This design comes from an exercise in tuning for small area, a short achievable clock period and few clock cycles per item on the open sky130 flow, not from production work. In this exercise RTL edits were held to simulation tests only and were not proved equivalent to the original. Power figures rest on the tool's default switching activity, not on a simulated workload.

Setup of JK:
// ts_packet_sync_aligner_unit
module ts_packet_sync_aligner_unit (
    input  logic                 clk,
    input  logic                 rst_n,
    input  logic                 in_valid,
    output logic                 in_ready,
    input  tspsa_pkg::in_item_t  in_word,
    output logic                 out_valid,
    input  logic                 out_ready,
    output tspsa_pkg::out_item_t out_word,
    input  logic                 cfg_valid,
    output logic                 cfg_ready,
    input  logic                 cfg_data
);
Size in the first run: about 3500 cells after synthesis, ~1700 flip-flops, ~0.061 mm2 of cells after synthesis.
==> flow/config.mk <==
export PLATFORM = sky130hd
export DESIGN_NAME = ts_packet_sync_aligner_unit
export DESIGN_NICKNAME = ts_packet_sync_aligner_unit
export VERILOG_FILES = /design/flow/design.v
export SDC_FILE = /design/flow/constraint.sdc
export NUM_CORES = 4
export LEC_CHECK = 0
export CAP_MARGIN = 20
export CORE_MARGIN = 2
export CORE_UTILIZATION = 40
export CTS_CLUSTER_DIAMETER = 100
export CTS_CLUSTER_SIZE = 30
export SETUP_SLACK_MARGIN = 1.55
export SLEW_MARGIN = 20
export BUFFER_PORTS_ARGS = -buffer_cell sky130_fd_sc_hd__buf_4
==> flow/constraint.sdc <==
create_clock -name core_clock -period 3.6 [get_ports {clk}]
set_input_delay 0.7200 -clock core_clock [delete_from_list [all_inputs] [get_ports {clk}]]
set_output_delay 0.7200 -clock core_clock [all_outputs]
set_load 0.01 [all_outputs]
standard.sh (not shown) runs the stock make flow with config.mk's settings and CLKGATE_MAP_FILE= SYNTH_SCRIPT=/design/flow/synth_recipe.tcl, a recipe that flattens the netlist after the stock synthesis.
==> flow/flow/run.sh <==
#!/bin/bash
# Layout flow: the standard flow (standard.sh, unchanged synthesis and
# steps), with the port buffers made of a plain buffer cell
# (sky130_fd_sc_hd__buf_4) instead of the default pick, a delay cell.
# Every input and output port still gets its buffer. The make output goes
# to standard.log; ORFS keeps each step's log under orfs/logs/.
set -e
echo 'export BUFFER_PORTS_ARGS = -buffer_cell sky130_fd_sc_hd__buf_4' >> config.mk
bash standard.sh > standard.log 2>&1
Testbench counts of JK, summed over its fixed seeds: cycles 67,941, packets 359.
--- input diff JK..MS ---
# JK
export LEC_CHECK = 0
export CAP_MARGIN = 20
export CORE_MARGIN = 2
export CORE_UTILIZATION = 40
export CTS_CLUSTER_DIAMETER = 100
export CTS_CLUSTER_SIZE = 30
export SETUP_SLACK_MARGIN = 1.55
export SLEW_MARGIN = 20
export BUFFER_PORTS_ARGS = -buffer_cell sky130_fd_sc_hd__buf_4
create_clock -name core_clock -period 3.6 [get_ports {clk}]
# MS
export LEC_CHECK = 0
export CAP_MARGIN = 20
export CORE_MARGIN = 2
export CORE_UTILIZATION = 40
export CTS_CLUSTER_DIAMETER = 100
export CTS_CLUSTER_SIZE = 30
export SETUP_SLACK_MARGIN = 1.7
export SLEW_MARGIN = 20
create_clock -name core_clock -period 3.6 [get_ports {clk}]
==> flow/run.sh (new file) <==
#!/bin/bash
# synth_recipe.tcl (not shown) runs the flow's synth.tcl, then flattens the netlist and writes it again
# the make line also repeats each setting of config.mk as NAME=value (left out here)
make -C /OpenROAD-flow-scripts/flow DESIGN_CONFIG=/design/flow/config.mk WORK_HOME=/design/flow/orfs CLKGATE_MAP_FILE= SYNTH_SCRIPT=/design/flow/synth_recipe.tcl finish
removed: flow/flow/run.sh
removed: flow/standard.sh
## What came out
Against JK, MS comes in 4 higher on clock-buffer cell count.
The setup slack of MS is smaller than that of JK.
JK -> MS: via count increased by a few percent
In MS, layout buffering overhead excluding clock cells is higher than in JK.
Clock latency at the later pin of the worst-skew pair up 20 ps in MS wrt JK
Compared with JK, in MS final standard cell utilization of the core grew by 1.5 points; combinational cell fraction of total power grew by 0.8 points; via count normalized by instance count held steady.
Higher final net count goes to MS over JK.
Worst path buffer plus inverter count: MS > JK
#### Input delta (AL over MS)
# MS
export LEC_CHECK = 0
export CAP_MARGIN = 20
export CORE_MARGIN = 2
export CORE_UTILIZATION = 40
export CTS_CLUSTER_DIAMETER = 100
export CTS_CLUSTER_SIZE = 30
export SETUP_SLACK_MARGIN = 1.7
export SLEW_MARGIN = 20
create_clock -name core_clock -period 3.6 [get_ports {clk}]
# AL
export LEC_CHECK = 0
export CAP_MARGIN = 20
export CORE_MARGIN = 2
export CORE_UTILIZATION = 40
export CTS_CLUSTER_DIAMETER = 100
export CTS_CLUSTER_SIZE = 30
export SETUP_SLACK_MARGIN = 1.55
export SLEW_MARGIN = 20
create_clock -name core_clock -period 3.6 [get_ports {clk}]
Notes after the runs:
The flow did not stop early for AL: all stages ran, and the layout cleared the timing, design-rule and antenna checks.
The global-route usage of AL falls short of that of MS by 0.89 points.
In AL relative to MS, starting DRC count in detailed routing had gone down by a few percent.
The lower switching power as a share of total power of MS and AL is in AL.
On setup slack, AL does better than MS.
Share of layout cells above drive strength 1 (lower): AL
Across both runs, part of the total power dissipated in combinational logic was lower for AL than for MS.
AL: total power lower than MS
Cmp MS and AL / post-synthesis to final-layout area growth / lower: AL
Sequential share of layout area | AL above MS
From MS to AL the numbers moved as follows: clock-buffer cell count grew by 4, number of cells on the critical path held steady.
Changes in TR relative to AL:
# AL
export LEC_CHECK = 0
export CAP_MARGIN = 20
export CORE_MARGIN = 2
export CORE_UTILIZATION = 40
export CTS_CLUSTER_DIAMETER = 100
export CTS_CLUSTER_SIZE = 30
export SETUP_SLACK_MARGIN = 1.55
export SLEW_MARGIN = 20
create_clock -name core_clock -period 3.6 [get_ports {clk}]
# TR
export LEC_CHECK = 0
export CAP_MARGIN = 20
export CORE_MARGIN = 2
export CORE_UTILIZATION = 40
export SETUP_SLACK_MARGIN = 1.4
export SLEW_MARGIN = 20
create_clock -name core_clock -period 3.6 [get_ports {clk}]
Results
Taking AL as the reference, in TR via total after detailed routing higher, power density over cell area higher, post-place setup slack lower, largest net degree at the start of global routing higher, post-layout worst setup margin lower.
Area of all sequential standard cells of TR is on par with AL.

[re-timing with driven ports]
The results above use ideal ports. As a check the final layouts listed here were re-extracted and re-timed, cells and wires unchanged. Step 1 (the two cells are an assumption about what drives the block):
set clk [get_ports {clk}]
set_driving_cell -lib_cell sky130_fd_sc_hd__clkbuf_16 $clk
set_driving_cell -lib_cell sky130_fd_sc_hd__buf_2 [delete_from_list [all_inputs] $clk]
Step 2 times the ports against the registers' clock, not the clock port: input delays grow and output delays shrink by t, the midpoint of the rising clock arrivals with the driver on. Three values: ideal, step 1, step 2; two values: the first two.
run | t, ns | slack for setup (ns) | worst hold slack (ns) | worst register clock-pin slew, ns | worst data-port slew with drivers (ns)
JK | 0.766 | 1.435 / 1.386 / 0.986 | 0.004 / -0.027 / 0.347 | 0.12 / 0.12 | 0.04
MS | 0.788 | 1.431 / 1.357 / 1.076 | 0.106 / 0.064 / 0.335 | 0.12 / 0.12 | 0.05
AL | 0.764 | 1.437 / 1.363 / 0.962 | 0.160 / 0.136 / 0.352 | 0.12 / 0.12 | 0.05
TR | 0.877 | 1.348 / 1.344 / 0.789 | 0.349 / 0.312 / 0.349 | 0.07 / 0.07 | 0.04
After both steps setup and hold are still met in every run listed. For TR, which loses most, drivers alone change the setup slack by -0.004 ns; drivers and shift together by -0.559 ns.
